This is an optimization exercise on Yosys and OpenROAD, whose aim is small area and a short achievable clock period, not a production implementation.
The RTL was checked by simulation tests, not by an equivalence proof against the original design.
Power is estimated from default activity; no workload was simulated.

==> flow/design.v <==
package sd_cache_pkg;
    localparam int SD_DEPTH = 256;
    localparam int SD_AW    = 8;
    localparam int SD_DW    = 16;
    typedef enum logic [1:0] {
        EMPTY   = 2'd0,
        FILLING = 2'd1,
        READY   = 2'd2
    } cache_state_t;
endpackage
module sd_cache_dec16 (
    input  logic        en,
    input  logic [3:0]  a,
    output logic [15:0] y
);
    for (genvar j = 0; j < 16; j++) begin : g_y
        assign y[j] = en && (a == 4'(j));
    end
endmodule
module sd_cache_ao16 (
    input  logic [15:0] s,
    input  logic [15:0] d,
    output logic        y
);
    assign y = |(s & d);
endmodule
module sd_cache_nor2 (
    input  logic a,
    input  logic b,
    output logic y
);
    assign y = !(a || b);
endmodule
module sd_cache_nand2 (
    input  logic a,
    input  logic b,
    output logic y
);
    assign y = !(a && b);
endmodule
module sd_cache_or8n (
    input  logic       ok,
    input  logic [7:0] d,
    output logic       y_n
);
    logic [3:0] n1;
    logic [1:0] p2;
    for (genvar i = 0; i < 4; i++) begin : g_l1
        sd_cache_nor2 u (.a(d[2*i]), .b(d[2*i+1]), .y(n1[i]));
    end
    for (genvar i = 0; i < 2; i++) begin : g_l2
        sd_cache_nand2 u (.a(n1[2*i]), .b(n1[2*i+1]), .y(p2[i]));
    end
    sd_cache_rdfin u_fin (.ok(ok), .a(p2[0]), .b(p2[1]), .y_n(y_n));
endmodule
module sd_cache_rdfin (
    input  logic ok,
    input  logic a,
    input  logic b,
    output logic y_n
);
    assign y_n = !(ok && (a || b));
endmodule
module sd_cache_ram #(
    parameter int DEPTH = 256,
    parameter int AW    = 8,
    parameter int DW    = 16
) (
    input  logic          clk400,
    input  logic          we,
    input  logic [AW-1:0] waddr,
    input  logic [DW-1:0] wdata,
    input  logic          rd_ok,
    input  logic [AW-1:0] raddr,
    output logic [DW-1:0] rdata
);
    localparam int NG = 16;
    localparam int NL = DEPTH / NG;
    logic [DEPTH*DW-1:0] mem;
    logic [NG-1:0] whi;
    logic [NL-1:0] wlo;
    sd_cache_dec16 u_whi (.en(1'b1), .a(waddr[7:4]), .y(whi));
    sd_cache_dec16 u_wlo (.en(1'b1), .a(waddr[3:0]), .y(wlo));
    for (genvar r = 0; r < DEPTH; r++) begin : g_row
        always_ff @(posedge clk400) begin
            if (we && whi[r/NL] && wlo[r%NL]) begin
                mem[r*DW +: DW] <= wdata;
            end
        end
    end
    logic [NG-1:0] rhi;
    logic [NL-1:0] rlo;
    logic [DEPTH-1:0] rsel;
    sd_cache_dec16 u_rhi (.en(1'b1),  .a(raddr[7:4]), .y(rhi));
    sd_cache_dec16 u_rlo (.en(1'b1),  .a(raddr[3:0]), .y(rlo));
    for (genvar r = 0; r < DEPTH; r++) begin : g_rsel
        assign rsel[r] = rhi[r/NL] && rlo[r%NL];
    end
    logic [DW-1:0] lo_d, hi_d, lo_q, hi_q;
    for (genvar b = 0; b < DW; b++) begin : g_bit
        logic [NG-1:0] grp;
        for (genvar a = 0; a < NG; a++) begin : g_grp
            logic [NL-1:0] col;
            for (genvar j = 0; j < NL; j++) begin : g_col
                assign col[j] = mem[(a*NL + j)*DW + b];
            end
            sd_cache_ao16 u_ao (.s(rsel[a*NL +: NL]), .d(col), .y(grp[a]));
        end
        sd_cache_or8n u_lo (.ok(rd_ok), .d(grp[NG/2-1:0]),  .y_n(lo_d[b]));
        sd_cache_or8n u_hi (.ok(rd_ok), .d(grp[NG-1:NG/2]), .y_n(hi_d[b]));
    end
    always_ff @(posedge clk400) begin
        lo_q <= lo_d;
        hi_q <= hi_d;
    end
    assign rdata = ~(lo_q & hi_q);
endmodule
module sd_cache_wen (
    input  logic       wr,
    input  logic       rel,
    input  logic [1:0] st,
    output logic       we
);
    assign we = wr && !st[1] && !(st[0] && rel);
endmodule
module sd_sector_cache
#(
    parameter int DEPTH = sd_cache_pkg::SD_DEPTH,
    parameter int AW    = sd_cache_pkg::SD_AW,
    parameter int DW    = sd_cache_pkg::SD_DW
) (
    input  logic          clk400,
    input  logic          reset_n,
    input  logic [AW-1:0] casheAddress,
    input  logic [DW-1:0] casheValue,
    input  logic          writeCashe,
    input  logic          releaseSector,
    input  logic          rdReq,
    input  logic [AW-1:0] rdAddr,
    output logic [DW-1:0] rdData,
    output logic          rdValid,
    output logic          rdErr,
    output logic          sectorReady,
    output logic          overflow,
    output logic [AW:0]   fillCount,
    output logic [DW-1:0] checksum,
    output sd_cache_pkg::cache_state_t cacheState
);
    sd_cache_pkg::cache_state_t state;
    logic          wr_accept;
    logic          is_ready;
    always_comb begin
        is_ready  = (state == sd_cache_pkg::READY);
    end
    sd_cache_wen u_wen (
        .wr  (writeCashe),
        .rel (releaseSector),
        .st  (state),
        .we  (wr_accept)
    );
    sd_cache_ram #(
        .DEPTH (DEPTH),
        .AW    (AW),
        .DW    (DW)
    ) u_ram (
        .clk400 (clk400),
        .we     (wr_accept),
        .waddr  (casheAddress),
        .wdata  (casheValue),
        .rd_ok  (sectorReady),
        .raddr  (rdAddr),
        .rdata  (rdData)
    );
    always_ff @(posedge clk400 or negedge reset_n) begin
        if (!reset_n) begin
            state       <= sd_cache_pkg::EMPTY;
            sectorReady <= 1'b0;
            overflow    <= 1'b0;
            fillCount   <= '0;
            rdValid     <= 1'b0;
            rdErr       <= 1'b0;
        end else begin
            rdValid <= rdReq;
            rdErr   <= rdReq && !is_ready;
            case (state)
                sd_cache_pkg::EMPTY: begin
                    if (writeCashe) begin
                        fillCount <= {{AW{1'b0}}, 1'b1};
                        state     <= sd_cache_pkg::FILLING;
                    end
                end
                sd_cache_pkg::FILLING: begin
                    if (releaseSector) begin
                        fillCount <= '0;
                        state     <= sd_cache_pkg::EMPTY;
                    end else if (writeCashe) begin
                        fillCount <= fillCount + 1'b1;
                        if (fillCount == (AW+1)'(DEPTH - 1)) begin
                            state       <= sd_cache_pkg::READY;
                            sectorReady <= 1'b1;
                        end
                    end
                end
                sd_cache_pkg::READY: begin
                    if (releaseSector) begin
                        fillCount   <= '0;
                        overflow    <= 1'b0;
                        sectorReady <= 1'b0;
                        state       <= sd_cache_pkg::EMPTY;
                    end else if (writeCashe) begin
                        overflow <= 1'b1;
                    end
                end
                default: begin
                    state       <= sd_cache_pkg::EMPTY;
                    sectorReady <= 1'b0;
                end
            endcase
        end
    end
    always_ff @(posedge clk400 or negedge reset_n) begin
        if (!reset_n) begin
            checksum <= '0;
        end else if (releaseSector && (state != sd_cache_pkg::EMPTY)) begin
            checksum <= '0;
        end else if (wr_accept) begin
            checksum <= checksum + casheValue;
        end
    end
    assign cacheState = state;
endmodule
make LEC_CHECK=0 CAP_MARGIN=20 CORE_MARGIN=2 CORE_UTILIZATION=65 CTS_CLUSTER_DIAMETER=80 CTS_CLUSTER_SIZE=30 GPL_TIMING_DRIVEN=0 SETUP_SLACK_MARGIN=1.0 SLEW_MARGIN=20 SYNTH_HIERARCHICAL=1 TNS_END_PERCENT=5 finish   # period 3.3 ns
run.sh (not shown) runs the stock make flow with config.mk's settings and CLKGATE_MAP_FILE= SYNTH_SCRIPT=/design/flow/synth_recipe.tcl, a recipe that flattens the netlist after the stock synthesis.
The first run finished with timing, DRC and antenna clean.
Next try:
--- a/flow/config.mk
+++ b/flow/config.mk
@@ -10 +10 @@
-export CORE_UTILIZATION = 65
+export CORE_UTILIZATION = 72
The new run finished clean.
Critical path depth falls by 2.
Final cell count is lower by 3.0%.
Maximum frequency falls by 1.7%.
Die area came out lower by 9.6%.
First-iteration DRC count is higher by 18%.
Clock power decreases by about 3%.
Power went down by 0.81%.
Non-clock buffer count drops by 30.
Global-route usage climbs by 3.2 points.
Via count increases by 2.3%.
Worst setup slack gets worse by 0.048 ns.

-- port drivers added, routing unchanged --
In the flow no input, the clock included, has a driving cell. The finished layouts below were timed again as built, in two steps. Step 1 (the two cells are an assumption about what drives the block):
set clk [get_ports {clk400}]
set_driving_cell -lib_cell sky130_fd_sc_hd__clkbuf_16 $clk
set_driving_cell -lib_cell sky130_fd_sc_hd__buf_2 [delete_from_list [all_inputs] $clk]
Step 2, shift: input delay + t, output delay - t, t = (earliest + latest rising clock arrival at the registers) / 2. This alone moves slack from input paths to output paths. Slacks: no drivers / after step 1 / after step 2; pairs: no drivers / after step 1.
run | t, ns | slack for setup (ns) | worst register clock-pin slew, ns | worst data-port slew with drivers (ns) | cell pins on the clock port's net
the first run | 0.986 | 0.541 / 0.579 / -0.407 | 0.12 / 0.12 | 0.17 | 1
the second run | 0.960 | 0.493 / 0.481 / -0.479 | 0.12 / 0.12 | 0.18 | 1
With both steps, setup timing fails in the first run and the second run, where it was met with ideal ports. The setup slack of the second run, which loses most, moves by -0.012 ns with the drivers and by -0.972 ns with both steps.
